Context: an optimization exercise on an open-source flow, tuned for small area and a short achievable clock period. The choices shown serve that exercise and are no tape-out recipe.
Function was checked by simulation only, so behaviour that the tests miss may differ from the original.
No activity file was given, so power comes from the tool's default toggle rates.

File: flow/design.v
`default_nettype none
package setup_pkg;
	typedef struct packed {
		logic [6:0] rsvd_hi;
		logic       joy_swap;
		logic       rsvd_7;
		logic [1:0] isa_wait;
		logic [2:0] speed;
		logic       rsvd_1;
		logic       reset_req;
	} status_t;
	typedef struct packed {
		logic [4:0] cpu_speed;
		logic [7:0] wait_states;
		logic       joy_swap;
	} setup_t;
	typedef struct packed {
		logic [3:0]  btn0;
		logic [3:0]  btn1;
		logic [15:0] an0;
		logic [15:0] an1;
	} joy_in_t;
endpackage
`default_nettype wire
`default_nettype none
package xfer_pkg;
	typedef struct packed {
		logic       download;
		logic       wr;
		logic [6:0] addr;
		logic [7:0] data;
	} ioctl_t;
	typedef struct packed {
		logic [7:0] hi;
		logic [7:0] lo;
	} bios_bytes_t;
	typedef union packed {
		logic [15:0] word;
		bios_bytes_t bytes;
	} bios_word_u;
	typedef struct packed {
		logic       valid;
		logic [13:0] addr;
		bios_word_u data;
	} bios_out_t;
endpackage
`default_nettype wire
`timescale 1ns/1ps
`default_nettype none
module setup_ctrl (
	input  wire     clk_cpu,
	input  wire     reset_i,
	input  setup_pkg::status_t status_i,
	input  wire     loaded_i,
	output setup_pkg::setup_t  setup_o,
	output logic    sys_reset_o
);
	logic [2:0] speed_q;
	logic [1:0] wait_q;
	logic       swap_q;
	always_ff @(posedge clk_cpu) begin
		if (reset_i) begin
			speed_q <= 3'd0;
			wait_q  <= 2'd0;
			swap_q  <= 1'b0;
		end else begin
			speed_q <= (status_i.speed == 3'd7) ? 3'd0 : status_i.speed;
			wait_q  <= status_i.isa_wait;
			swap_q  <= status_i.joy_swap;
		end
	end
	assign setup_o.cpu_speed = {
		speed_q[2] & speed_q[1],
		speed_q[2] & (speed_q[1] | speed_q[0]),
		speed_q[2],
		speed_q[2] | speed_q[1],
		speed_q[2] | speed_q[0]
	};
	assign setup_o.wait_states = {
		wait_q[1],
		wait_q[0],
		~(wait_q[1] & wait_q[0]),
		~(wait_q[1] | wait_q[0]),
		wait_q[1] & wait_q[0],
		wait_q[1] ^ wait_q[0],
		~wait_q[0],
		1'b0
	};
	assign setup_o.joy_swap = swap_q;
	always_ff @(posedge clk_cpu) begin
		sys_reset_o <= reset_i | status_i.reset_req | ~loaded_i;
	end
endmodule
`default_nettype wire
`timescale 1ns/1ps
`default_nettype none
module bios_loader (
	input  wire         clk_cpu,
	input  wire         reset_i,
	input  xfer_pkg::ioctl_t      ioctl_i,
	input  wire         bios_credit_i,
	output xfer_pkg::bios_out_t   bios_o,
	output logic [15:0] bios_checksum_o,
	output logic        loaded_o
);
	localparam int AW = $clog2(64);
	localparam int PW = AW + 1;
	logic [15:0]   mem [64];
	logic [16*64-1:0] mem_q;
	logic [64-1:0] wsel;
	logic [64-1:0] wkeep;
	logic [7:0]    lo_byte;
	logic          dl_q;
	logic [PW-1:0] pend;
	logic          has_word;
	logic [PW-1:0] pend_up;
	logic [PW-1:0] pend_dn;
	logic [13:0]   last_addr;
	logic [4-1:0] credits;
	logic          valid_q;
	logic [15:0]   data_q;
	logic          dl_rise;
	logic          dl_fall;
	logic          even_wr;
	logic          odd_wr;
	logic          send;
	logic [7:0]    rd_lo;
	logic [7:0]    rd_hi;
	logic [15:0]   grp [8];
	logic [15:0]   rd_word;
	always_comb begin
		rd_word = '0;
		for (int j = 0; j < 8; j++) begin
			grp[j] = '0;
			for (int k = 0; k < 8; k++) begin
				grp[j] = grp[j] | ({16{rd_lo[k]}} & mem[8*j+k]);
			end
			rd_word = rd_word | ({16{rd_hi[j]}} & grp[j]);
		end
	end
	assign dl_rise = ioctl_i.download & ~dl_q;
	assign dl_fall = ~ioctl_i.download & dl_q;
	assign even_wr = ioctl_i.download & ioctl_i.wr & ~ioctl_i.addr[0];
	assign odd_wr  = ioctl_i.download & ioctl_i.wr & ioctl_i.addr[0];
	assign pend_up = pend + 1'b1;
	assign pend_dn = pend - 1'b1;
	assign send = ~dl_rise & has_word & credits[0];
	always_ff @(posedge clk_cpu) begin
		if (reset_i) begin
			dl_q            <= 1'b0;
			pend            <= '0;
			has_word        <= 1'b0;
			rd_lo           <= 8'd1;
			rd_hi           <= 8'd1;
			last_addr       <= '1;
			credits         <= '1;
			valid_q         <= 1'b0;
			bios_checksum_o <= '0;
			loaded_o        <= 1'b0;
		end else begin
			dl_q    <= ioctl_i.download;
			valid_q <= send;
			if (dl_rise) begin
				pend     <= PW'(odd_wr);
				has_word <= odd_wr;
			end else begin
				if (odd_wr & ~send) begin
					pend     <= pend_up;
					has_word <= pend != '1;
				end else if (send & ~odd_wr) begin
					pend     <= pend_dn;
					has_word <= pend != PW'(1);
				end
			end
			if (dl_rise) begin
				rd_lo     <= 8'd1;
				rd_hi     <= 8'd1;
				last_addr <= '1;
			end else if (send) begin
				rd_lo     <= {rd_lo[6:0], rd_lo[7]};
				if (rd_lo[7]) begin
					rd_hi <= {rd_hi[6:0], rd_hi[7]};
				end
				last_addr <= last_addr + 1'b1;
			end
			if (bios_credit_i & ~send) begin
				credits <= {credits[4-2:0], 1'b1};
			end else if (send & ~bios_credit_i) begin
				credits <= {1'b0, credits[4-1:1]};
			end
			if (dl_rise) begin
				bios_checksum_o <= '0;
			end else if (valid_q) begin
				bios_checksum_o <= bios_checksum_o + data_q;
			end
			if (dl_fall) begin
				loaded_o <= 1'b1;
			end
		end
	end
	always_comb begin
		for (int i = 0; i < 64; i++) begin
			wsel[i]  = odd_wr & (ioctl_i.addr[AW:1] == AW'(i));
			wkeep[i] = ~wsel[i];
			mem[i]   = mem_q[16*i +: 16];
		end
	end
	bios_mem #(.DEPTH(64)) u_mem (
		.clk_cpu (clk_cpu),
		.sel_i   (wsel),
		.keep_i  (wkeep),
		.d_i     ({ioctl_i.data, lo_byte}),
		.q_o     (mem_q)
	);
	always_ff @(posedge clk_cpu) begin
		if (even_wr) begin
			lo_byte <= ioctl_i.data;
		end
		data_q <= rd_word;
	end
	assign bios_o.valid = valid_q;
	assign bios_o.addr  = last_addr;
	assign bios_o.data  = data_q;
endmodule
module bios_mem #(
	parameter int DEPTH = 64
) (
	input  wire                  clk_cpu,
	input  wire  [DEPTH-1:0]     sel_i,
	input  wire  [DEPTH-1:0]     keep_i,
	input  wire  [15:0]          d_i,
	output logic [16*DEPTH-1:0]  q_o
);
	always_ff @(posedge clk_cpu) begin
		for (int i = 0; i < DEPTH; i++) begin
			q_o[16*i +: 16] <= ({16{sel_i[i]}} & d_i) | ({16{keep_i[i]}} & q_o[16*i +: 16]);
		end
	end
endmodule
`default_nettype wire
`timescale 1ns/1ps
`default_nettype none
module game_port (
	input  wire        clk_cpu,
	input  wire        reset_i,
	input  setup_pkg::setup_t     setup_i,
	input  setup_pkg::joy_in_t    joy_i,
	input  wire        joy_wr_i,
	output logic [7:0] gpio_o
);
	logic [8:0]  div_cnt;
	logic        tick;
	logic [7:0]  axis_cnt;
	logic [3:0]  axis_q;
	logic [3:0]  btn_q;
	logic [3:0]  hit_raw;
	logic [3:0]  hit;
	logic [7:0]  cnt_s;
	assign tick = div_cnt >= {setup_i.cpu_speed, 4'hF};
	assign cnt_s = axis_cnt ^ 8'h80;
	assign hit_raw[0] = joy_i.an1[15:8] == cnt_s;
	assign hit_raw[1] = joy_i.an1[7:0]  == cnt_s;
	assign hit_raw[2] = joy_i.an0[15:8] == cnt_s;
	assign hit_raw[3] = joy_i.an0[7:0]  == cnt_s;
	assign hit = setup_i.joy_swap ? {hit_raw[1:0], hit_raw[3:2]} : hit_raw;
	always_ff @(posedge clk_cpu) begin
		if (reset_i) begin
			div_cnt  <= '0;
			axis_cnt <= 8'hFF;
			axis_q   <= '0;
		end else if (joy_wr_i) begin
			div_cnt  <= '0;
			axis_cnt <= '0;
			axis_q   <= 4'hF;
		end else begin
			div_cnt <= tick ? '0 : div_cnt + 9'd1;
			if (axis_cnt != 8'hFF) begin
				axis_q <= axis_q & ~hit;
				if (tick) begin
					axis_cnt <= axis_cnt + 8'd1;
				end
			end else begin
				axis_q <= '0;
			end
		end
	end
	always_ff @(posedge clk_cpu) begin
		if (setup_i.joy_swap) begin
			btn_q <= ~{joy_i.btn1[1:0], joy_i.btn0[1:0]};
		end else begin
			btn_q <= ~{joy_i.btn0[1:0], joy_i.btn1[1:0]};
		end
	end
	assign gpio_o = {btn_q, axis_q};
endmodule
`default_nettype wire
`timescale 1ns/1ps
`default_nettype none
module cen_gen #(
	parameter int unsigned INC = 1,
	parameter int unsigned MOD = 2
) (
	input  wire  clk_cpu,
	input  wire  reset_i,
	output logic cen_o
);
	function automatic integer gcd(input integer a, input integer b);
		integer x, y, t;
		x = a;
		y = b;
		while (y != 0) begin
			t = x % y;
			x = y;
			y = t;
		end
		gcd = x;
	endfunction
	localparam integer G  = gcd(INC, MOD);
	localparam integer I  = INC / G;
	localparam integer M  = MOD / G;
	localparam integer K  = (M - 1) / I;
	localparam integer R0 = M - K * I;
	localparam integer RW = (I > 1) ? $clog2(I) : 1;
	localparam integer NB = (K < 15) ? 4 : $clog2(K + 2);
	function automatic [NB-1:0] lfsr_step(input [NB-1:0] s);
		logic fb;
		case (NB)
			4:  fb = s[3] ^ s[2];
			5:  fb = s[4] ^ s[2];
			6:  fb = s[5] ^ s[4];
			7:  fb = s[6] ^ s[5];
			8:  fb = s[7] ^ s[5] ^ s[4] ^ s[3];
			9:  fb = s[8] ^ s[4];
			10: fb = s[9] ^ s[6];
			11: fb = s[10] ^ s[8];
			12: fb = s[11] ^ s[5] ^ s[3] ^ s[0];
			13: fb = s[12] ^ s[3] ^ s[2] ^ s[0];
			14: fb = s[13] ^ s[4] ^ s[2] ^ s[0];
			15: fb = s[14] ^ s[13];
			default: fb = s[15] ^ s[14] ^ s[12] ^ s[3];
		endcase
		lfsr_step = {s[NB-2:0], fb};
	endfunction
	function automatic [NB-1:0] lfsr_skip(input [NB-1:0] s, input integer n);
		logic [NB-1:0] x;
		x = s;
		for (int i = 0; i < n; i++) begin
			x = lfsr_step(x);
		end
		lfsr_skip = x;
	endfunction
	localparam logic [NB-1:0] LOAD_K  = NB'(1);
	localparam logic [NB-1:0] LOAD_K1 = lfsr_skip(LOAD_K, 1);
	localparam logic [NB-1:0] LAST    = lfsr_skip(LOAD_K, K);
	localparam logic [RW-1:0] UP   = RW'(I - R0);
	localparam logic [RW-1:0] DOWN = RW'(R0);
	localparam integer LONG_LO = 2 * R0 - I;
	localparam integer LONG_HI = 2 * R0;
	logic [NB-1:0] cnt;
	logic [RW-1:0] rem;
	logic          low;
	logic          next_long;
	logic          wrap;
	assign wrap = cnt == LAST;
	assign low  = rem < RW'(R0);
	assign next_long = low ? ((LONG_LO > 0) && ({1'b0, rem} < (RW+1)'(LONG_LO)))
	                       : ((LONG_HI >= I) || ({1'b0, rem} < (RW+1)'(LONG_HI)));
	always_ff @(posedge clk_cpu) begin
		if (reset_i) begin
			cnt   <= LOAD_K;
			rem   <= '0;
			cen_o <= 1'b0;
		end else if (wrap) begin
			cnt   <= next_long ? LOAD_K : LOAD_K1;
			rem   <= low ? rem + UP : rem - DOWN;
			cen_o <= 1'b1;
		end else begin
			cnt   <= lfsr_step(cnt);
			cen_o <= 1'b0;
		end
	end
endmodule
`default_nettype wire
`timescale 1ns/1ps
`default_nettype none
module next186_glue (
	input  wire         clk_cpu,
	input  wire         reset_i,
	input  setup_pkg::status_t     status_i,
	input  xfer_pkg::ioctl_t      ioctl_i,
	input  wire         bios_credit_i,
	input  setup_pkg::joy_in_t     joy_i,
	input  wire         joy_wr_i,
	output setup_pkg::setup_t      setup_o,
	output logic        sys_reset_o,
	output xfer_pkg::bios_out_t   bios_o,
	output logic [15:0] bios_checksum_o,
	output logic [7:0]  gpio_o,
	output logic        cen_opl2_o,
	output logic        cen_audio_o
);
	logic bios_loaded;
	setup_ctrl u_setup_ctrl (
		.clk_cpu     (clk_cpu),
		.reset_i     (reset_i),
		.status_i    (status_i),
		.loaded_i    (bios_loaded),
		.setup_o     (setup_o),
		.sys_reset_o (sys_reset_o)
	);
	bios_loader u_bios_loader (
		.clk_cpu         (clk_cpu),
		.reset_i         (reset_i),
		.ioctl_i         (ioctl_i),
		.bios_credit_i   (bios_credit_i),
		.bios_o          (bios_o),
		.bios_checksum_o (bios_checksum_o),
		.loaded_o        (bios_loaded)
	);
	game_port u_game_port (
		.clk_cpu  (clk_cpu),
		.reset_i  (reset_i),
		.setup_i  (setup_o),
		.joy_i    (joy_i),
		.joy_wr_i (joy_wr_i),
		.gpio_o   (gpio_o)
	);
	cen_gen #(
		.INC (358),
		.MOD (50 * 100)
	) u_cen_opl2 (
		.clk_cpu (clk_cpu),
		.reset_i (reset_i),
		.cen_o   (cen_opl2_o)
	);
	cen_gen #(
		.INC (44100),
		.MOD (50 * 1000000)
	) u_cen_audio (
		.clk_cpu (clk_cpu),
		.reset_i (reset_i),
		.cen_o   (cen_audio_o)
	);
endmodule
`default_nettype wire
`timescale 1ns/1ps
`default_nettype none
module next186_glue_top (
	input  wire         clk_cpu,
	input  wire         reset_i,
	input  wire  [15:0] status_i,
	input  wire  [16:0] ioctl_i,
	input  wire         bios_credit_i,
	input  wire  [39:0] joy_i,
	input  wire         joy_wr_i,
	output wire  [13:0] setup_o,
	output wire         sys_reset_o,
	output wire  [30:0] bios_o,
	output wire  [15:0] bios_checksum_o,
	output wire  [7:0]  gpio_o,
	output wire         cen_opl2_o,
	output wire         cen_audio_o
);
	setup_pkg::setup_t  setup_s;
	xfer_pkg::bios_out_t bios_s;
	next186_glue u_glue (
		.clk_cpu         (clk_cpu),
		.reset_i         (reset_i),
		.status_i        (setup_pkg::status_t'(status_i)),
		.ioctl_i         (xfer_pkg::ioctl_t'(ioctl_i)),
		.bios_credit_i   (bios_credit_i),
		.joy_i           (setup_pkg::joy_in_t'(joy_i)),
		.joy_wr_i        (joy_wr_i),
		.setup_o         (setup_s),
		.sys_reset_o     (sys_reset_o),
		.bios_o          (bios_s),
		.bios_checksum_o (bios_checksum_o),
		.gpio_o          (gpio_o),
		.cen_opl2_o      (cen_opl2_o),
		.cen_audio_o     (cen_audio_o)
	);
	assign setup_o = setup_s;
	assign bios_o  = bios_s;
endmodule
`default_nettype wire
File: flow/flow/run.sh
#!/bin/bash
set -e
export CTS_ARGS="-sink_clustering_enable -repair_clock_nets -dont_use_dummy_load -sink_clustering_size ${CTS_SIZE:-24} -sink_clustering_max_diameter ${CTS_DIAM:-80}"
export BUFFER_PORTS_ARGS="-buffer_cell sky130_fd_sc_hd__buf_1"
cp standard.sh standard_sh.txt
bash standard.sh > standard.log 2>&1
File: flow/standard.sh
#!/bin/bash
# synth_recipe.tcl (not shown) runs the flow's synth.tcl, then flattens the netlist and writes it again
# the make line also repeats each setting of config.mk as NAME=value (left out here)
make -C /OpenROAD-flow-scripts/flow DESIGN_CONFIG=/design/flow/config.mk WORK_HOME=/design/flow/orfs CLKGATE_MAP_FILE= SYNTH_SCRIPT=/design/flow/synth_recipe.tcl "${@:-finish}"
File: flow/config.mk
export PLATFORM = sky130hd
export DESIGN_NAME = next186_glue_top
export DESIGN_NICKNAME = next186_glue_top
export VERILOG_FILES = /design/flow/design.v
export SDC_FILE = /design/flow/constraint.sdc
export NUM_CORES = 4
export LEC_CHECK = 0
export CAP_MARGIN = 10
export CORE_MARGIN = 2
export CORE_UTILIZATION = 60
export SETUP_SLACK_MARGIN = 1.3
export SLEW_MARGIN = 10
export SYNTH_HIERARCHICAL = 1
export SYNTH_MINIMUM_KEEP_SIZE = 0
export TNS_END_PERCENT = 10
File: flow/constraint.sdc
create_clock -name core_clock -period 3.0 [get_ports {clk_cpu}]
set_input_delay 0.6000 -clock core_clock [delete_from_list [all_inputs] [get_ports {clk_cpu}]]
set_output_delay 0.6000 -clock core_clock [all_outputs]
set_load 0.01 [all_outputs]
==> reports/summary.txt, run 1 <==
Largest net degree at the start of global routing: 65
Syn Area/Cell: 10.90 um2
Seq pwr share: 61.9%
Synth unique cells: 95
Synth Area in XOR/XNOR: 1.200%
Die Y: 283.0 um
Final worst setup slack: 0.8291 ns
H-tree depth: 2
Routed Antenna Nets: 0
Register area: 23690 um2
Post-synthesis adder-cell area fraction: 1.195%
Slew Viols, Final: 0
CP max stage cell: a22oi_2
Sw power: 6.621 mW
# nets final: 4384
GPL Wtd Cong: 0.9537
Largest area contributor in the netlist: dfxtp_1
Number of synthesized register bits: 1175
Vias in the first global route: 36.41k
Max Cap Violations: 0
Largest family of logic cells by synthesized area: compound AO/OA/AOI/OAI gates
RSZ-0062 raised after global routing: yes
Count of final hold-check violations: 0
Vias: 38.59k
Setup TNS: 0 ns
CTS Sinks: 1175
Worst slew pin tran: 1.344 ns
Asr flop ratio synth: 0%
Pwr dens: 533.9 nW/um2
Total design power: 27.26 mW
Share of layout cells above drive strength 1: 16.03%
Yosys warns: 14
Die width: 283.0 um
Post-route DRC violation count: 0
Synth Area in Compound Gates: 31.22%
Initial drt markers: 5120
IO Pins: 149
Starting Density: 60.48%
Top sig layer: met5
Initial antenna violation count: 6
Critical-path maximum fanout: 5
Core Region: 77210 um2
Fill cells: 5946
Clock Power Share: 30.3%
Main synth FF type: dfxtp_1
Via/cell ratio: 7.274
Final WL: 167.5 mm
Max stage delay on crit path: 0.48 ns
Synth Area in Simple Gates: 6.291%
Synth top area cells: dfxtp_1 (50%), a22o_1 (19%), a22oi_1 (9.3%), buf_6 (4.2%), nand4_1 (2.2%)
Routed metal-1 wirelength: 64.72 mm
PortBufs: 134
CTS buffer count: 56
CTS Hold Bufs: 0
First-pass GRT wire length: 239.4 mm
Reg clk slew, reported paths: 0.10 ns
Combinational power share: 7.8%
Synth Instances: 4285
Syn Nets: 4406
Worst-Skew Late Latency: 0.67 ns
CTS max path bufs: 3
Mux cell area share after synthesis: 0.4715%
Synth top area share: 50.03%
Arr. time, crit path: 2.62 ns
Die Footprint: 80080 um2
Pre-CTS setup slack: 0.2492 ns
Sw frac: 24.29%
Max VDD drop: 483.1 uV
Fmax: 460.6 MHz
Outcome: no timing/DRC/antenna violations
LEAKAGE: 19.69 nW
Post-synth EDFFs: 8
Int Power: 20.64 mW
Max-slew headroom: 10.30%
Clock Skew: 0.02919 ns
Fin crit period: 2.171 ns
Post-DR wirelength/cell: 31.58 um
Netlist Area Pre-Place: 46700 um2
All-Layer GR Usage: 38.86%
Met3 wire len: 20.05 mm
Min-Delay Path Class: in2reg
TritonCTS clock tree: yes
Setup crit end kind: flip-flop
Final setup fails: 0
CP Class: reg2reg
CP required: 3.45 ns
WL met2: 72.28 mm
Area delta synth->final: 9.340%
CTS Root Cell: clkbuf_16
Register area share after synthesis: 50.54%
Crit path cell chain: buf_12, buf_12, a22oi_2, nand4_1, a22oi_2, nand4_1
Site row count: 102
Dpl hpwl: 97.07 mm
Grt ovf: 0
Area taken by multi-input logic gates: 19930 um2
Tcrit/Tclk final: 72.36%
Setup crit start kind: flip-flop
First-pass iteration count of the detailed router: 6
## worst max-delay path: cells and delay by family, from the launching register on
| kind | cells | cell delay [ns] |
|---|---|---|
| AOI/OAI and AO/OA | 2 | 0.64 |
| DFF | 1 | 0.38 |
| and+or+nand+nor | 2 | 0.63 |
| buffers and inverters | 2 | 0.30 |
## logic make-up (layout without fill, tap and decap cells)
| family | after synthesis | after routing |
|---|---|---|
| xor+xnor | 64 | 64 |
| mux | 21 | 21 |
| buf+inv | 650 | 626 |
| fa+ha+maj | 44 | 44 |
| flops | 1175 | 1175 |
| other cells | 1 | 5 |
| compound gates | 1788 | 1788 |
| simple gates | 542 | 542 |
## Yosys stat by module (local to each module, per instance), excerpt
| module | times used | area, um2 | cells | flops+latches |
|---|---|---|---|---|
| setup_ctrl | 1 | 289.0 | 31 | 7 |
| bios_loader | 1 | 10150 | 1431 | 85 |
| game_port | 1 | 1739 | 193 | 25 |
## layer usage
| layer | GRT usage [%] | vias to the layer above |
|---|---|---|
| li1 | - | 16315 |
| met1 | 51.69 | 19127 |
| met2 | 57.91 | 2669 |
| met3 | 9.187 | 476 |
| met4 | 22.33 | 4 |
| met5 | 0 | - |
## worst paths after layout
path | from | endpoint | slack [ns] | cells after the start
worst max-delay path | u_glue.u_bios_loader.rd_lo[1]$_SDFFE_PP0P_ | u_glue.u_bios_loader.data_q[9]$_DFF_P_ | 0.83 | 6
worst min-delay path | status_i[0] | u_glue.u_setup_ctrl.sys_reset_o$_DFF_P_ | 0.13 | 3
worst max register to register | u_glue.u_bios_loader.rd_lo[1]$_SDFFE_PP0P_ | u_glue.u_bios_loader.data_q[9]$_DFF_P_ | 0.83 | 6
worst min register to register | u_glue.u_bios_loader.loaded_o$_SDFFE_PP0P_ | u_glue.u_setup_ctrl.sys_reset_o$_DFF_P_ | 0.39 | 1
## layout by cell type (no fill, tap or decap), drive strengths merged, types with 6 or more instances in the layout
master	instances
nand2b	8
xnor2	43
clkbuf	79
or3	10
dfxtp	1167
xor2	21
o21a	6
nand3	24
a21o	11
o31ai	6
clkinvlp	8
a21oi	52
nor3	34
inv	89
nand4	162
a31oi	12
ha	43
and3	19
buf	446
o21ai	33
mux2i	16
edfxtp	8
a22o	1025
o22ai	6
nor2	74
a211oi	14
o211ai	9
nand2	154
nor2b	19
a22oi	579
## flip-flops by register name, summed over array words and instances (netlist names), 7 cells and up
signal and cells:
u_glue.u_bios_loader.pend 7, u_glue.u_cen_audio.rem 9, u_glue.u_cen_audio.cnt 11, u_glue.u_bios_loader.data_q 16, u_glue.u_bios_loader.rd_lo 8, u_glue.u_bios_loader.u_mem.q_o 1024
u_glue.u_bios_loader.bios_checksum_o 16, u_glue.u_bios_loader.rd_hi 8, u_glue.u_bios_loader.lo_byte 8, u_glue.u_game_port.div_cnt 9, u_glue.u_bios_loader.last_addr 14, u_glue.u_cen_opl2.rem 8
u_glue.u_game_port.axis_cnt 8
## through the flow
step                      utilization (%)  hold slack, ns  std cells  area (um2)
after floorplan                         -          0.3577       4285       47170
after global placement              60.61          0.3715       5122       46800
after detailed placement            60.61          0.3704       5122       46800
after CTS                           64.42          0.1087       5244       49740
after global routing                66.13          0.1531       5303       51060
final                               66.13          0.1263       5305       51060
## power groups by stage
| stage | clock [mW] | sequential (mW) | combinational (mW) |
|---|---|---|---|
| floorplan | 0 | 17.0 | 1.48 |
| global placement | 0 | 17.2 | 1.83 |
| detailed placement | 0 | 17.2 | 1.89 |
| CTS | 8.27 | 16.8 | 2.01 |
| global route | 8.81 | 17.0 | 2.24 |
| finish | 8.26 | 16.9 | 2.12 |
## Yosys cell counts (all sizes together), types with 14 or more instances
library cell,n
xnor2,43
nor2,74
inv,99
and3,19
nand2,154
a21oi,52
buf,355
a22oi,579
o21ai,33
nor3,34
nand4,162
clkbuf,196
a22o,1025
xor2,21
ha,43
nand3,24
mux2i,16
dfxtp,1167
nor2b,19
a211oi,14
## timing repair
action	4_1_cts	5_1_grt
pin swaps	97	93
endpoints found under the setup margin	1063	980
cloned	3	13
resized for setup	151	138
buffers inserted	63	44
## layout make-up
| class | count | share of cell area, % |
|---|---|---|
| tap | 1040 | 2.548 |
| antenna | 4 | 0.01960 |
| sequential | 1175 | 46.39 |
| timing repair buffer | 471 | 8.429 |
| inverter | 99 | 0.8454 |
| multi-input combinational | 2460 | 39.02 |
| clock buffer | 56 | 2.744 |
==> run 2, diff against run 1 <==
--- a/flow/config.mk
+++ b/flow/config.mk
@@ -9,4 +9,5 @@
 export CORE_MARGIN = 2
 export CORE_UTILIZATION = 60
+export PLACE_DENSITY = 0.72
 export SETUP_SLACK_MARGIN = 1.3
 export SLEW_MARGIN = 10
==> run 2 against run 1 <==
  * Still clean
  * Hold slack better by 0.016 ns
  * Critical endpoint is now u_glue.u_bios_loader.data_q[0]$_DFF_P_
  * Sequential cell count stayed put
  * Critical path type unchanged
  * Routed wire length is 8.6% lower
  * Clock skew is 0.038 ns higher
  * Clock-buffer cell count stayed put
  * Combinational power is 2% lower
  * Core utilization is 1.2 points lower
  * Worst setup slack worse by 0.066 ns
  * Die area stayed put
  * Synthesized cell count stayed put
  * Synthesized area stayed put
==> reports/summary.txt, run 2 <==
Main synth FF type: dfxtp_1
Core Region: 77210 um2 (unchanged)
Register area: 23690 um2 (about the same)
Post-DR wirelength/cell: 29.16 um (-7.7%)
Max-slew headroom: 18.15% (+7.8 points)
CP required: 3.45 ns (about the same)
Count of final hold-check violations: 0 (unchanged)
Critical-path maximum fanout: 21 (+16)
Commonest non-fill, non-tap cells in the layout: dfxtp_1 (1137), a22o_1 (1024), a22oi_1 (508)
Site row count: 102 (unchanged)
Final cell count without fillers: 5252 (-1.0%)
Via/cell ratio: 7.176 (-1.4%)
Die Y: 283.0 um (unchanged)
Fin crit period: 2.237 ns (+0.06615 ns)
Pwr dens: 541.9 nW/um2 (+1.5%)
Grt ovf: 0 (unchanged)
Met2 GRT Util: 54.17% (-3.7 points)
Dpl hpwl: 89.24 mm (-8.1%)
Syn Area/Cell: 10.90 um2 (unchanged)
Starting Density: 60.48% (unchanged)
Syn Nets: 4406 (unchanged)
Max stage delay on crit path: 0.43 ns (-0.05 ns)
Total design power: 27.18 mW (-0.29%)
CTS buffer count: 56 (unchanged)
CTS Sinks: 1175 (unchanged)
Area delta synth->final: 7.421%
Share of layout cells above drive strength 1: 14.52% (-1.5 points)
Tcrit/Tclk final: 74.57% (+2.2 points)
Slew Viols, Final: 0 (unchanged)
CTS Root Cell: clkbuf_16
Post-synthesis adder-cell area fraction: 1.195% (unchanged)
Max FFs per register: 1024 (unchanged)
Fmax: 447.0 MHz (-3.0%)
Crit path cell chain: buf_12, buf_6, a22oi_1, nand4_1, a22oi_1, nand4_1
GRT busiest layer: met2
LEAKAGE: 19.27 nW (-2.1%)
All-Layer GR Usage: 36.16% (-2.7 points)
Vias in the first global route: 34.65k (-4.8%)
Synth unique cells: 95 (unchanged)
IO Pins: 149 (unchanged)
Post-route DRC violation count: 0 (unchanged)
RSZ-0062 raised after global routing: yes
Top Registers: u_glue.u_bios_loader.u_mem.q_o: 1024 flops, u_glue.u_bios_loader.bios_checksum_o: 16 flops, u_glue.u_bios_loader.data_q: 16 flops
Largest family of logic cells by synthesized area: compound AO/OA/AOI/OAI gates
Global Route met1 Usage: 49.99% (-1.7 points)
Setup crit start kind: flip-flop
First-pass GRT wire length: 225.0 mm (-6.0%)
PortBufs: 134 (unchanged)
Final setup fails: 0 (unchanged)
Max VDD drop: 452.0 uV (-6.5%)
Register area share after synthesis: 50.54% (unchanged)
Worst-Skew Late Latency: 0.66 ns (about the same)
TritonCTS clock tree: yes
Synth Area in Simple Gates: 6.291% (unchanged)
H-tree depth: 2 (unchanged)
Initial drt markers: 5860 (+14%)
Number of synthesized register bits: 1175 (unchanged)
Clock Skew: 0.06765 ns (+0.03846 ns)
Max Cap Violations: 0 (unchanged)
Mux cell area share after synthesis: 0.4715% (unchanged)
Fill cells: 5983 (+0.62%)
GPL Wtd Cong: 0.9777 (+2.5%)
Setup TNS: 0 ns (unchanged)
Post-synth EDFFs: 8 (unchanged)
Vias: 37.69k (-2.3%)
Largest area contributor in the netlist: dfxtp_1
Yosys warns: 14 (unchanged)
# nets final: 4331 (-1.2%)
Outcome: no timing/DRC/antenna violations
CP max stage cell: dfxtp_4
Min-Delay Path Class: in2reg
Synth Instances: 4285 (unchanged)
Largest net degree at the start of global routing: 69 (+6.2%)
WHS: 0.1423 ns (+0.01594 ns)
Synth Area in Compound Gates: 31.22% (unchanged)
Synth top area cells: dfxtp_1 (50%), a22o_1 (19%), a22oi_1 (9.3%), buf_6 (4.2%), nand4_1 (2.2%)
First-pass iteration count of the detailed router: 7 (+1)
Worst slew pin tran: 1.226 ns (-0.1175 ns)
GR Layer Usage met3: 7.222% (-2.0 points)
Netlist Area Pre-Place: 46700 um2 (unchanged)
Die Footprint: 80080 um2 (unchanged)
Arr. time, crit path: 2.69 ns (+0.07 ns)
Leading cell type in the layout, fill and taps excluded: dfxtp_1
Synth Area in XOR/XNOR: 1.200% (unchanged)
Asr flop ratio synth: 0% (unchanged)
Initial antenna violation count: 4 (-2)
Most flop-heavy register: u_glue.u_bios_loader.u_mem.q_o
Reg clk slew, reported paths: 0.09 ns (about the same)
Inst Count DP: 5085 (-0.72%)
Final WL: 153.2 mm (-8.6%)
Top post-synthesis cells by count: dfxtp_1 (1167), a22o_1 (1024), a22oi_1 (578)
Area taken by multi-input logic gates: 19760 um2 (-0.83%)
Die width: 283.0 um (unchanged)
Setup crit end kind: flip-flop
CP Class: reg2reg
Cell with the most instances after synthesis: dfxtp_1
CTS max path bufs: 3 (unchanged)
CTS Hold Bufs: 0 (unchanged)
Routed Antenna Nets: 0 (unchanged)
Synth top area share: 50.03% (unchanged)
run 2: cell types whose count changed in the layout (fill, tap and decap cells not counted), sizes merged:
cell and change:
clkinv -2, bufbuf -1, buf -40, clkinvlp +5, inv -3, clkbuf -12
run 2: where the power goes:
part	switching (mW)	internal [mW]	leakage (nW)	total, mW
sequential	0.505	16.4	9.57	16.9
combinational	1.13	0.952	9.01	2.08
clock	4.91	3.33	0.690	8.24
run 2: worst paths after layout:
| path | startpoint | endpoint | slack (ns) | depth (start not counted) |
|---|---|---|---|---|
| worst max-delay path | u_glue.u_bios_loader.rd_lo[3]$_SDFFE_PP0P_ | u_glue.u_bios_loader.data_q[0]$_DFF_P_ | 0.76 | 6 |
| worst min-delay path | status_i[5] | u_glue.u_setup_ctrl.wait_q[0]$_SDFF_PP0_ | 0.14 | 2 |
| worst max register to register | u_glue.u_bios_loader.rd_lo[3]$_SDFFE_PP0P_ | u_glue.u_bios_loader.data_q[0]$_DFF_P_ | 0.76 | 6 |
| worst min register to register | u_glue.u_bios_loader.loaded_o$_SDFFE_PP0P_ | u_glue.u_setup_ctrl.sys_reset_o$_DFF_P_ | 0.39 | 1 |
run 2: critical path: cells and delay by family (launching register included):
kind	cells	cell delay, ns
DFF	1	0.43
and+or+nand+nor	2	0.72
buffers and inverters	2	0.36
AOI/OAI and AO/OA	2	0.51
run 2: per-layer routing:
| metal | up-vias | wire (um) |
|---|---|---|
| li1 | 16194 | - |
| met1 | 18580 | 60740 |
| met2 | 2494 | 66530 |
| met3 | 417 | 17820 |
| met4 | 2 | 8061 |
| met5 | - | 10 |
run 2: stage by stage:
stage	util, %	setup WS, ns	instance area [um2]
global placement	60.20	0.3745	46480
detailed placement	60.20	0.3519	46480
CTS	63.90	0.9348	49340
global route	64.97	0.7827	50160
finish	64.97	0.7630	50170
floorplan	-	1.004	47170
run 2: logic make-up after synthesis:
logic type,after synthesis
adders and majority gates,44
AOI/OAI and AO/OA,1788
xor gates and xnor gates,64
other,1
and+or+nand+nor,542
buffers and inverters,650
muxes,21
DFF,1175
run 2: area by class of cell:
type | count | area share, %
Sequential cell | 1175 | 47.21
Multi-Input combinational cell | 2460 | 39.39
Timing Repair Buffer | 418 | 7.136
Clock buffer | 56 | 2.793
Tap cell | 1040 | 2.594
Inverter | 99 | 0.8530
Antenna cell | 4 | 0.01995
run 2: Yosys stat by module, one instance, submodules excluded, a selection:
module	flip-flops and latches	times used
game_port	25	1
setup_ctrl	7	1
bios_loader	85	1
run 2: repair_timing:
item / CTS / global route
endpoints found under the setup margin: 1047 / 1012
setup buffers: 71 / 31
pin swaps: 95 / 83
resized for setup: 153 / 93
cloned: 2 / 3
==> run 3, diff against run 2 <==
--- a/flow/config.mk
+++ b/flow/config.mk
@@ -6,11 +6,10 @@
 export NUM_CORES = 4
 export LEC_CHECK = 0
-export CAP_MARGIN = 10
+export CAP_MARGIN = 5
 export CORE_MARGIN = 2
 export CORE_UTILIZATION = 60
-export PLACE_DENSITY = 0.72
 export SETUP_SLACK_MARGIN = 1.3
-export SLEW_MARGIN = 10
+export SLEW_MARGIN = 5
 export SYNTH_HIERARCHICAL = 1
 export SYNTH_MINIMUM_KEEP_SIZE = 0
-export TNS_END_PERCENT = 10
+export TNS_END_PERCENT = 0
==> run 3 against run 2 <==
  * Via count rose by 1.9%
  * Critical path type unchanged
  * Hold slack gained 0.00088 ns
  * First-iteration DRC count decreased by 8.7%
  * Clock-buffer cell count is the same
  * Core utilization is 0.49 points lower
  * Routed wire length grew 7.4%
  * Still clean
  * Clock skew fell by 0.028 ns
  * Sequential power hardly changed
  * Fmax shrank 6.4%
  * Global-route usage rose by 3.2 points
  * Critical endpoint is now u_glue.u_bios_loader.data_q[10]$_DFF_P_
==> reports/summary.txt, run 3 <==
Number of synthesized register bits: 1175 (unchanged)
Critical path buffers and inverters: 3 (+1)
Grt ovf: 0 (unchanged)
Fmax: 418.4 MHz (-6.4%)
Die Footprint: 80080 um2 (unchanged)
Worst slew pin tran: 1.296 ns (+0.07036 ns)
Outcome: no timing/DRC/antenna violations
Count of final hold-check violations: 0 (unchanged)
CTS Root Cell: clkbuf_16
CTS buffer count: 56 (unchanged)
Initial drt markers: 5348 (-8.7%)
Site row count: 102 (unchanged)
Syn Nets: 4406 (unchanged)
Final setup fails: 0 (unchanged)
Most flop-heavy register: u_glue.u_bios_loader.u_mem.q_o
Synth top area share: 50.03% (unchanged)
CP required: 3.45 ns (about the same)
Max Cap Violations: 0 (unchanged)
Post-synth EDFFs: 8 (unchanged)
CTS Hold Bufs: 0 (unchanged)
TritonCTS clock tree: yes
Core Region: 77210 um2 (unchanged)
Asr flop ratio synth: 0% (unchanged)
Setup TNS: 0 ns (unchanged)
PortBufs: 134 (unchanged)
Synth Instances: 4285 (unchanged)
LEAKAGE: 19.24 nW (-0.17%)
Main synth FF type: dfxtp_1
Vias in the first global route: 36.82k (+6.3%)
CP max stage cell: dfxtp_4
Vias: 38.39k (+1.9%)
Setup crit start kind: flip-flop
Via/cell ratio: 7.262 (+1.2%)
Die Y: 283.0 um (unchanged)
Fin crit period: 2.390 ns (+0.1530 ns)
Reg2Reg Capture Point: u_glue.u_bios_loader.data_q[10]$_DFF_P_
Syn Area/Cell: 10.90 um2 (unchanged)
Routed Antenna Nets: 0 (unchanged)
Cell with the most instances after synthesis: dfxtp_1
Tcrit/Tclk final: 79.67% (+5.1 points)
Yosys warns: 14 (unchanged)
Max VDD drop: 541.2 uV (+20%)
Synth unique cells: 95 (unchanged)
Reg clk slew, reported paths: 0.10 ns (about the same)
Max FFs per register: 1024 (unchanged)
First-pass iteration count of the detailed router: 14 (+7)
Starting Density: 60.48% (unchanged)
Slew Viols, Final: 0 (unchanged)
Critical Path Stages: 7 (+1)
IO Pins: 149 (unchanged)
Critical Path End: u_glue.u_bios_loader.data_q[10]$_DFF_P_
Fill cells: 6107 (+2.1%)
CP Class: reg2reg
Max stage delay on crit path: 0.45 ns (+0.02 ns)
Synth top area cells: dfxtp_1 (50%), a22o_1 (19%), a22oi_1 (9.3%), buf_6 (4.2%), nand4_1 (2.2%)
Commonest non-fill, non-tap cells in the layout: dfxtp_1 (1156), a22o_1 (1024), a22oi_1 (518)
Initial antenna violation count: 8 (+4)
HP Start: status_i[0]
RSZ-0062 raised after global routing: yes
Largest net degree at the start of global routing: 66 (-4.3%)
Top post-synthesis cells by count: dfxtp_1 (1167), a22o_1 (1024), a22oi_1 (578)
Critical-path maximum fanout: 6 (-71%)
Post-route DRC violation count: 0 (unchanged)
Min-Delay Path Class: in2reg
Setup crit end kind: flip-flop
Reg-to-reg startpoint: u_glue.u_bios_loader.rd_lo[2]$_SDFFE_PP0P_
Worst-Skew Late Latency: 0.67 ns (about the same)
Netlist Area Pre-Place: 46700 um2 (unchanged)
Final WL: 164.5 mm (+7.4%)
Max-slew headroom: 13.45% (-4.7 points)
H-tree depth: 2 (unchanged)
First-pass GRT wire length: 241.7 mm (+7.4%)
Crit path cell chain: buf_12, buf_12, buf_4, a22oi_2, nand4_1, a22oi_2, nand4_1
Arr. time, crit path: 2.84 ns (+0.15 ns)
Pwr dens: 546.2 nW/um2 (+0.79%)
Worst path top cell family by delay: simple AND/OR/NAND/NOR gates
Post-DR wirelength/cell: 31.12 um (+6.7%)
Setup crit start: u_glue.u_bios_loader.rd_lo[2]$_SDFFE_PP0P_
Register area share after synthesis: 50.54% (unchanged)
Top Registers: u_glue.u_bios_loader.u_mem.q_o: 1024 flops, u_glue.u_bios_loader.bios_checksum_o: 16 flops, u_glue.u_bios_loader.data_q: 16 flops
Worst r2r path cells: 7 (+1)
CTS max path bufs: 3 (unchanged)
Flop2flop setup slack: 0.61 ns (-0.15 ns)
GPL Wtd Cong: 0.9628 (-1.5%)
Leading cell type in the layout, fill and taps excluded: dfxtp_1
Pre-CTS setup slack: 0.1729 ns (-0.1790 ns)
Area delta synth->final: 6.604%
Clock Skew: 0.03935 ns (-0.02830 ns)
Dpl hpwl: 97.66 mm (+9.4%)
Final worst setup slack: 0.6100 ns (-0.1530 ns)
Share of layout cells above drive strength 1: 12.25% (-2.3 points)
# nets final: 4359 (+0.65%)
All-Layer GR Usage: 39.34% (+3.2 points)
Die width: 283.0 um (unchanged)
Largest area contributor in the netlist: dfxtp_1
CTS Sinks: 1175 (unchanged)
## run 3: kinds of logic (layout without fill, tap and decap cells)
logic type,Yosys count,in the layout,synth area share (%)
other,1,11,0.008030
DFF,1175,1175,50.54
and+or+nand+nor,542,542,6.291
xor gates and xnor gates,64,64,1.200
buffers and inverters,650,601,9.077
muxes,21,21,0.4715
AOI/OAI and AO/OA,1788,1788,31.22
adders and majority gates,44,44,1.195
## run 3: area by class of cell
cell class	count	area, um2	share of cell area (%)
clock buffers	56	1401	2.815
inverters	99	412.9	0.8294
flip-flops and latches	1175	23640	47.48
diodes	10	25.02	0.05026
repair buffers	446	3782	7.597
multi-input cells	2460	19230	38.62
well taps	1040	1301	2.614
## run 3: per-module statistics from Yosys, one instance, submodules excluded, a selection
module / flip-flops and latches / cell area, um2 / copies in the design
setup_ctrl: 7 / 289.0 / 1
bios_loader: 85 / 10150 / 1
game_port: 25 / 1739 / 1
## run 3: worst min-delay path by stage
stage	endpoint	slack [ns]	depth (start not counted)
floorplan	u_glue.u_setup_ctrl.sys_reset_o$_DFF_P_	0.36	1
global placement	u_glue.u_setup_ctrl.sys_reset_o$_DFF_P_	0.37	1
detailed placement	u_glue.u_setup_ctrl.sys_reset_o$_DFF_P_	0.38	1
CTS	u_glue.u_game_port.btn_q[1]$_DFF_P_	0.12	2
global route	u_glue.u_setup_ctrl.wait_q[0]$_SDFF_PP0_	0.15	2
finish	u_glue.u_setup_ctrl.sys_reset_o$_DFF_P_	0.14	3
## run 3: tightest hold or removal path: stages
cell	delay, ns
buf_1	0.08
nor2_1	0.04
nand2_1	0.05
## run 3: what timing repair did
item / 4_1_cts / 5_1_grt
setup endpoints to repair: 1092 / 1198
resized for setup: 89 / 27
gates cloned: 7 / 0
buffers inserted: 43 / 10
pin swaps: 48 / 24
## run 3: report_power, final
group | total (mW) | switching, mW | internal, mW
logic | 2.07 | 1.15 | 0.919
registers | 16.9 | 0.510 | 16.4
clock network | 8.25 | 4.93 | 3.32
## run 3: metrics by stage
stage	cell area (um2)	utilization [%]	std cells	hold slack, ns	power (mW)
after global routing	49770	64.46	5281	0.1484	27.97
final	49790	64.48	5286	0.1432	27.19
after floorplan	46740	-	4285	0.3577	18.52
after detailed placement	46920	60.76	5160	0.3765	19.11
after CTS	49540	64.16	5266	0.1218	27.15
after global placement	46920	60.76	5160	0.3657	19.02
## run 3: metal layers
layer	GRT usage, %	up-vias	share of wire [%]
met5	0	-	0.0079
met4	21.50	2	5.7
met3	11.21	504	12
met2	57.79	2588	43
met1	52.22	19028	39
li1	-	16264	-
==> run 4, diff against run 3 <==
--- a/flow/config.mk
+++ b/flow/config.mk
@@ -9,4 +9,5 @@
 export CORE_MARGIN = 2
 export CORE_UTILIZATION = 60
+export PLACE_DENSITY = 0.72
 export SETUP_SLACK_MARGIN = 1.3
 export SLEW_MARGIN = 5
==> run 4 against run 3 <==
  * Combinational power shrank 2%
  * Clock skew is 0.017 ns higher
  * Sequential share of layout area about the same
  * Clock-buffer cell count shrank 1
  * Global-route usage is 3.1 points lower
  * Total power down 0.64%
  * Hold slack lost 0.033 ns
  * Largest cell class unchanged
  * Highest routed layer unchanged
==> reports/summary.txt, run 4 <==
GR Layer Usage met3: 7.931% (-3.3 points)
Asr flop ratio synth: 0% (unchanged)
Setup crit end kind: flip-flop
Starting Density: 60.48% (unchanged)
Most flop-heavy register: u_glue.u_bios_loader.u_mem.q_o
Vias: 37.62k (-2.0%)
Reg clk slew, reported paths: 0.09 ns (about the same)
Initial antenna violation count: 8 (unchanged)
Max VDD drop: 475.0 uV (-12%)
Share of layout cells above drive strength 1: 13.48% (+1.2 points)
Post-synth EDFFs: 8 (unchanged)
Synth top area cells: dfxtp_1 (50%), a22o_1 (19%), a22oi_1 (9.3%), buf_6 (4.2%), nand4_1 (2.2%)
Synth Instances: 4285 (unchanged)
CTS buffer count: 55 (-1.8%)
# nets final: 4375 (+0.37%)
Setup TNS: 0 ns (unchanged)
Netlist Area Pre-Place: 46700 um2 (unchanged)
Min-Delay Path Class: in2reg
Count of final hold-check violations: 0 (unchanged)
LEAKAGE: 19.29 nW (+0.28%)
All-Layer GR Usage: 36.19% (-3.1 points)
Pwr dens: 542.4 nW/um2 (-0.69%)
Outcome: no timing/DRC/antenna violations
Inst Count DP: 5175 (+0.29%)
GRT busiest layer: met2
CTS Sinks: 1175 (unchanged)
Post-route DRC violation count: 0 (unchanged)
Leading cell type in the layout, fill and taps excluded: dfxtp_1
Final cell count without fillers: 5297 (+0.21%)
Largest net degree at the start of global routing: 66 (unchanged)
CP max stage cell: nand4_1
Final setup fails: 0 (unchanged)
Commonest non-fill, non-tap cells in the layout: dfxtp_1 (1147), a22o_1 (1024), a22oi_1 (496)
RSZ-0062 raised after global routing: yes
CTS Root Cell: clkbuf_16
Worst slew pin tran: 1.299 ns (+0.003004 ns)
Arr. time, crit path: 2.67 ns (-0.17 ns)
Fmax: 439.2 MHz (+5.0%)
Yosys warns: 14 (unchanged)
Cell with the most instances after synthesis: dfxtp_1
Top post-synthesis cells by count: dfxtp_1 (1167), a22o_1 (1024), a22oi_1 (578)
Die Footprint: 80080 um2 (unchanged)
Global Route met1 Usage: 48.67% (-3.6 points)
Post-DR wirelength/cell: 29.06 um (-6.6%)
Syn Area/Cell: 10.90 um2 (unchanged)
Main synth FF type: dfxtp_1
CP Class: reg2reg
First-pass iteration count of the detailed router: 8 (-6)
PortBufs: 134 (unchanged)
Clock Skew: 0.05659 ns (+0.01725 ns)
Site row count: 102 (unchanged)
Die width: 283.0 um (unchanged)
Die Y: 283.0 um (unchanged)
Vias in the first global route: 34.96k (-5.1%)
Critical path buffers and inverters: 2 (-1)
Grt ovf: 0 (unchanged)
Area delta synth->final: 6.666% (about the same)
Fill cells: 6093 (-0.23%)
Max-slew headroom: 13.25% (-0.20 points)
IO Pins: 149 (unchanged)
Placed inst area: 46920 um2 (unchanged)
Routed Antenna Nets: 0 (unchanged)
Synth unique cells: 95 (unchanged)
Crit path cell chain: buf_8, buf_12, a22oi_1, nand4_1, a22oi_1, nand4_1
Critical-path maximum fanout: 15 (+9)
Max FFs per register: 1024 (unchanged)
Synth top area share: 50.03% (unchanged)
Final instance area: 49810 um2 (about the same)
GPL Wtd Cong: 0.9287 (-3.5%)
Core Region: 77210 um2 (unchanged)
Top Registers: u_glue.u_bios_loader.u_mem.q_o: 1024 flops, u_glue.u_bios_loader.bios_checksum_o: 16 flops, u_glue.u_bios_loader.data_q: 16 flops
Total design power: 27.02 mW (-0.64%)
Register area share after synthesis: 50.54% (unchanged)
First-pass GRT wire length: 224.8 mm (-7.0%)
Initial drt markers: 5190 (-3.0%)
Worst path top cell family by delay: simple AND/OR/NAND/NOR gates
H-tree depth: 2 (unchanged)
Dpl hpwl: 92.54 mm (-5.2%)
Max Cap Violations: 0 (unchanged)
Final WL: 154.0 mm (-6.4%)
Slew Viols, Final: 0 (unchanged)
Tcrit/Tclk final: 75.90% (-3.8 points)
Syn Nets: 4406 (unchanged)
CTS max path bufs: 3 (unchanged)
Fin crit period: 2.277 ns (-0.1129 ns)
Flop2flop setup slack: 0.72 ns (+0.11 ns)
TritonCTS clock tree: yes
CP required: 3.39 ns (-0.06 ns)
Met2 GRT Util: 53.98% (-3.8 points)
Setup crit start kind: flip-flop
Largest area contributor in the netlist: dfxtp_1
Worst-Skew Late Latency: 0.68 ns (about the same)
Via/cell ratio: 7.102 (-2.2%)
Max stage delay on crit path: 0.41 ns (-0.04 ns)
Number of synthesized register bits: 1175 (unchanged)
## run 4: cell count changes in the layout (fill, tap and decap cells not counted), sizes merged
| cell | before | now |
|---|---|---|
| diode | 10 | 5 |
| inv | 88 | 93 |
| buf | 433 | 454 |
| clkbuf | 65 | 64 |
| bufbuf | 4 | 0 |
| clkinvlp | 11 | 6 |
## run 4: cell type report
type	instances	area (um2)	share of cell area, %
tap	1040	1301	2.612
sequential	1175	23650	47.48
clock buffer	55	1376	2.763
timing repair buffer	463	3674	7.374
antenna	5	12.51	0.02512
multi-input combinational	2460	19410	38.96
inverter	99	394.1	0.7912
## run 4: per-module statistics from Yosys, one instance, submodules excluded, a selection
module       flip-flops and latches  area [um2]
bios_loader                      85       10150
game_port                        25        1739
setup_ctrl                        7       289.0
## run 4: logic make-up after synthesis
kind of cell | count (synthesis) | synth area share, %
AOI/OAI and AO/OA | 1788 | 31.22
xor gates and xnor gates | 64 | 1.200
adders and majority gates | 44 | 1.195
buffers and inverters | 650 | 9.077
DFF | 1175 | 50.54
muxes | 21 | 0.4715
other | 1 | 0.008030
and+or+nand+nor | 542 | 6.291
## run 4: worst reg2reg max path, stage by stage, from the launching register on
cell and delay, ns:
dfxtp_4 0.40, buf_8 0.18, buf_12 0.17, a22oi_1 0.23, nand4_1 0.41, a22oi_1 0.29
nand4_1 0.33
## run 4: worst paths after layout
kind | from | endpoint | depth (start not counted)
max reg2reg | u_glue.u_bios_loader.rd_lo[0]$_SDFFE_PP1P_ | u_glue.u_bios_loader.data_q[2]$_DFF_P_ | 6
min | status_i[0] | u_glue.u_setup_ctrl.sys_reset_o$_DFF_P_ | 3
min reg2reg | u_glue.u_bios_loader.loaded_o$_SDFFE_PP0P_ | u_glue.u_setup_ctrl.sys_reset_o$_DFF_P_ | 1
max | u_glue.u_bios_loader.rd_lo[0]$_SDFFE_PP1P_ | u_glue.u_bios_loader.data_q[2]$_DFF_P_ | 6
## run 4: layer usage
layer | wire length [um] | vias to the layer above
met2 | 66180 | 2383
li1 | - | 16283
met4 | 9203 | 6
met1 | 60950 | 18513
met5 | 40 | -
met3 | 17580 | 434
## run 4: what timing repair did
item / in CTS / in global routing
setup endpoints to repair: 1027 / 1191
gates cloned: 0 / 3
pin swaps: 20 / 82
hold buffers: 0 / 0
buffers inserted: 32 / 27
resized for setup: 49 / 94
## run 4: metrics by stage
stage / setup slack, ns / hold WS (ns) / utilization, %
final: 0.7230 / 0.1105 / 64.52
after global routing: 0.7804 / 0.1317 / 64.50
after CTS: 0.9313 / 0.09666 / 63.47
after detailed placement: 0.2026 / 0.3658 / 60.76
after global placement: 0.2694 / 0.3673 / 60.76
after floorplan: 0.9325 / 0.3577 / -
## run 4: report_power, final
group	leakage (nW)	total, mW	internal [mW]	switching, mW
Combinational	9.05	2.03	0.908	1.12
Clock	0.678	8.12	3.27	4.84
Sequential	9.56	16.9	16.4	0.511
Total	19.3	27.0	20.5	6.47
==> run 5, diff against run 4 <==
==> flow/flow/run.sh (replaced) <==
#!/bin/bash
set -e
export CTS_ARGS="-sink_clustering_enable -repair_clock_nets -dont_use_dummy_load -sink_clustering_size ${CTS_SIZE:-24} -sink_clustering_max_diameter ${CTS_DIAM:-80}"
export BUFFER_PORTS_ARGS="-buffer_cell sky130_fd_sc_hd__buf_2"
cp standard.sh standard_sh.txt
bash standard.sh > standard.log 2>&1
--- a/flow/config.mk
+++ b/flow/config.mk
@@ -6,11 +6,9 @@
 export NUM_CORES = 4
 export LEC_CHECK = 0
-export CAP_MARGIN = 5
+export CAP_MARGIN = 20
 export CORE_MARGIN = 2
 export CORE_UTILIZATION = 60
-export PLACE_DENSITY = 0.72
 export SETUP_SLACK_MARGIN = 1.3
-export SLEW_MARGIN = 5
+export SLEW_MARGIN = 20
 export SYNTH_HIERARCHICAL = 1
 export SYNTH_MINIMUM_KEEP_SIZE = 0
-export TNS_END_PERCENT = 0
==> run 5 against run 4 <==
  * Worst setup slack improved by 0.069 ns
  * Synthesized cell count did not move
  * Sequential power barely moved
  * Core utilization up 4.4 points
  * Sequential cell count is the same
  * Register-to-register slack improved by 0.07 ns
  * Die area unchanged
  * Sequential share of layout area is 2.8 points lower
  * Critical endpoint is now u_glue.u_bios_loader.data_q[3]$_DFF_P_
  * Highest routed layer unchanged
==> reports/summary.txt, run 5 <==
Flop2flop setup slack: 0.79 ns (+0.07 ns)
Syn Nets: 4406 (unchanged)
CTS max path bufs: 3 (unchanged)
IO Pins: 149 (unchanged)
Critical path buffers and inverters: 2 (unchanged)
H-tree depth: 2 (unchanged)
Pre-CTS setup slack: 0.4352 ns (+0.2327 ns)
Worst-Skew Late Latency: 0.70 ns (+0.02 ns)
Setup TNS: 0 ns (unchanged)
Worst slew pin tran: 1.291 ns (-0.008927 ns)
Reg-to-reg startpoint: u_glue.u_bios_loader.rd_lo[1]$_SDFFE_PP0P_
Slew Viols, Final: 0 (unchanged)
Asr flop ratio synth: 0% (unchanged)
Setup crit start: u_glue.u_bios_loader.rd_lo[1]$_SDFFE_PP0P_
Critical Path End: u_glue.u_bios_loader.data_q[3]$_DFF_P_
Max VDD drop: 497.4 uV (+4.7%)
Register area: 23810 um2 (+0.68%)
Post-synth EDFFs: 8 (unchanged)
Share of layout cells above drive strength 1: 24.22% (+11 points)
Tcrit/Tclk final: 73.61% (-2.3 points)
Critical-path maximum fanout: 8 (-7)
All-Layer GR Usage: 40.11% (+3.9 points)
Synth top area cells: dfxtp_1 (50%), a22o_1 (19%), a22oi_1 (9.3%), buf_6 (4.2%), nand4_1 (2.2%)
Final worst setup slack: 0.7918 ns (+0.06886 ns)
Pwr dens: 519.2 nW/um2 (-4.3%)
Post-DR wirelength/cell: 31.91 um (+9.8%)
Max-slew headroom: 13.85% (+0.60 points)
Synth Instances: 4285 (unchanged)
Largest net degree at the start of global routing: 66 (unchanged)
Placed inst area: 47120 um2 (+0.43%)
First-pass GRT wire length: 246.4 mm (+9.6%)
Die Y: 283.0 um (unchanged)
Max FFs per register: 1024 (unchanged)
RSZ-0062 raised after global routing: yes
Inst Count DP: 5059 (-2.2%)
Routed Antenna Nets: 0 (unchanged)
Vias in the first global route: 37.14k (+6.2%)
Top post-synthesis cells by count: dfxtp_1 (1167), a22o_1 (1024), a22oi_1 (578)
Min-Delay Path Class: in2reg
CTS Root Cell: clkbuf_16
Clock Skew: 0.06090 ns (+0.004301 ns)
Commonest non-fill, non-tap cells in the layout: dfxtp_1 (1079), a22o_1 (1024), a22oi_1 (454)
Arr. time, crit path: 2.66 ns (about the same)
Largest area contributor in the netlist: dfxtp_1
Crit path cell chain: buf_12, buf_12, a22oi_2, nand4_1, a22oi_2, nand4_1
Outcome: no timing/DRC/antenna violations
Max stage delay on crit path: 0.44 ns (+0.03 ns)
Die Footprint: 80080 um2 (unchanged)
Fin crit period: 2.208 ns (-0.06886 ns)
Grt ovf: 0 (unchanged)
Post-route DRC violation count: 0 (unchanged)
CTS Hold Bufs: 0 (unchanged)
Core Region: 77210 um2 (unchanged)
Total design power: 27.65 mW (+2.3%)
Syn Area/Cell: 10.90 um2 (unchanged)
Final setup fails: 0 (unchanged)
Reg2Reg Capture Point: u_glue.u_bios_loader.data_q[3]$_DFF_P_
Final WL: 170.1 mm (+10%)
GPL Wtd Cong: 0.9282 (about the same)
Fmax: 452.9 MHz (+3.1%)
Fill cells: 5551 (-8.9%)
TritonCTS clock tree: yes
Final instance area: 53250 um2 (+6.9%)
Initial antenna violation count: 15 (+7)
Register area share after synthesis: 50.54% (unchanged)
Area delta synth->final: 14.02%
CP required: 3.45 ns (+0.06 ns)
Synth unique cells: 95 (unchanged)
Critical Path Stages: 6 (unchanged)
Site row count: 102 (unchanged)
Main synth FF type: dfxtp_1
Dpl hpwl: 95.99 mm (+3.7%)
Final core utilization: 68.97% (+4.4 points)
Setup crit end kind: flip-flop
CP Class: reg2reg
Via/cell ratio: 7.330 (+3.2%)
WHS: 0.1275 ns (+0.01707 ns)
CTS Sinks: 1175 (unchanged)
Reg clk slew, reported paths: 0.10 ns (about the same)
Vias: 39.07k (+3.9%)
Synth top area share: 50.03% (unchanged)
Setup crit start kind: flip-flop
PortBufs: 134 (unchanged)
Area taken by multi-input logic gates: 20790 um2 (+7.1%)
CTS buffer count: 56 (+1.8%)
Number of synthesized register bits: 1175 (unchanged)
Max Cap Violations: 0 (unchanged)
LEAKAGE: 20.98 nW (+8.7%)
Top Registers: u_glue.u_bios_loader.u_mem.q_o: 1024 flops, u_glue.u_bios_loader.bios_checksum_o: 16 flops, u_glue.u_bios_loader.data_q: 16 flops
First-pass iteration count of the detailed router: 6 (-2)
Die width: 283.0 um (unchanged)
CP max stage cell: nand4_1
# nets final: 4404 (+0.66%)
Yosys warns: 14 (unchanged)
Count of final hold-check violations: 0 (unchanged)
Worst r2r path cells: 6 (unchanged)
Most flop-heavy register: u_glue.u_bios_loader.u_mem.q_o
Leading cell type in the layout, fill and taps excluded: dfxtp_1
Final cell count without fillers: 5330 (+0.62%)
Netlist Area Pre-Place: 46700 um2 (unchanged)
Cell with the most instances after synthesis: dfxtp_1
Starting Density: 60.48% (unchanged)
Initial drt markers: 4833 (-6.9%)
Worst path top cell family by delay: simple AND/OR/NAND/NOR gates
-- run 5: changes by cell type in the layout (fill, tap and decap cells not counted), sizes merged, moves of 2 or more --
cell and delta:
clkbuf -4, diode +4, buf +24, bufbuf +8, inv -2
-- run 5: report_power, final --
group	internal, mW	switching (mW)
clock	3.33	4.95
sequential	16.4	0.532
combinational	1.18	1.31
total	20.9	6.79
-- run 5: Yosys stat by module (local to each module, per instance), excerpt --
module	cells inside	times used
setup_ctrl	31	1
bios_loader	1431	1
game_port	193	1
-- run 5: worst reg2reg max path, cell delays in order, from the launching register on --
cell     delay [ns]
dfxtp_4        0.38
buf_12         0.16
buf_12         0.19
a22oi_2        0.20
nand4_1        0.45
a22oi_2        0.36
nand4_1        0.27
-- run 5: worst min-delay path by stage --
stage / cells past startpoint / from / end
finish: 3 / status_i[0] / u_glue.u_setup_ctrl.sys_reset_o$_DFF_P_
global route: 3 / status_i[0] / u_glue.u_setup_ctrl.sys_reset_o$_DFF_P_
CTS: 3 / status_i[0] / u_glue.u_setup_ctrl.sys_reset_o$_DFF_P_
detailed placement: 1 / u_glue.u_bios_loader.loaded_o$_SDFFE_PP0P_ / u_glue.u_setup_ctrl.sys_reset_o$_DFF_P_
global placement: 1 / u_glue.u_bios_loader.loaded_o$_SDFFE_PP0P_ / u_glue.u_setup_ctrl.sys_reset_o$_DFF_P_
floorplan: 1 / u_glue.u_bios_loader.loaded_o$_SDFFE_PP0P_ / u_glue.u_setup_ctrl.sys_reset_o$_DFF_P_
-- run 5: area by class of cell --
cell class | instances | area share (%)
Antenna cell | 9 | 0.04229
Clock buffer | 56 | 2.632
Inverter | 99 | 1.017
Multi-Input combinational cell | 2461 | 39.04
Sequential cell | 1175 | 44.71
Tap cell | 1040 | 2.444
Timing Repair Buffer | 490 | 10.11
-- run 5: kinds of logic after synthesis --
logic type / after synthesis / share of synthesized area, %
muxes: 21 / 0.4715
xor gates and xnor gates: 64 / 1.200
AOI/OAI and AO/OA: 1788 / 31.22
buffers and inverters: 650 / 9.077
other: 1 / 0.008030
adders and majority gates: 44 / 1.195
DFF: 1175 / 50.54
and+or+nand+nor: 542 / 6.291
-- run 5: layer usage --
metal | global-route usage, % | wire (um) | share of wire, % | vias to the layer above
met1 | 52.89 | 65200 | 38 | 19412
met4 | 22.63 | 10820 | 6.4 | 4
met5 | 0 | 30 | 0.018 | -
li1 | - | - | - | 16403
met2 | 60.50 | 74310 | 44 | 2683
met3 | 9.493 | 19730 | 12 | 568
-- run 5: what timing repair did --
item,CTS,global route
gates cloned,16,5
buffers inserted,132,53
resized for setup,357,218
setup endpoints to repair,666,670
pin swaps,162,126

==> port drivers added, routing unchanged <==
Ports are ideal in the flow. The routed layouts listed here were re-timed in OpenROAD.
Step 1, drivers: a clkbuf_16 drives clk_cpu and a buf_2 each remaining input, both assumed.
Step 2, shift: input delay + t, output delay - t, t = (earliest + latest rising clock arrival at the registers) / 2. This alone moves slack from input paths to output paths.
Slacks: no drivers / after step 1 / after step 2; pairs: no drivers / after step 1.
run	t (ns)	setup slack, ns	worst register clock-pin slew, ns	pins driven straight from the clock port
run 1	0.718	0.829 / 0.829 / 0.134	0.10 / 0.10	1
run 2	0.709	0.763 / 0.763 / 0.285	0.10 / 0.10	1
run 3	0.724	0.610 / 0.610 / 0.150	0.10 / 0.10	1
run 4	0.719	0.723 / 0.723 / 0.193	0.10 / 0.10	1
run 5	0.738	0.792 / 0.792 / 0.525	0.10 / 0.10	1
After both steps every run listed still meets setup and hold. The setup slack of run 1, which loses most, moves by 0.000 ns with the drivers and by -0.695 ns with both steps.
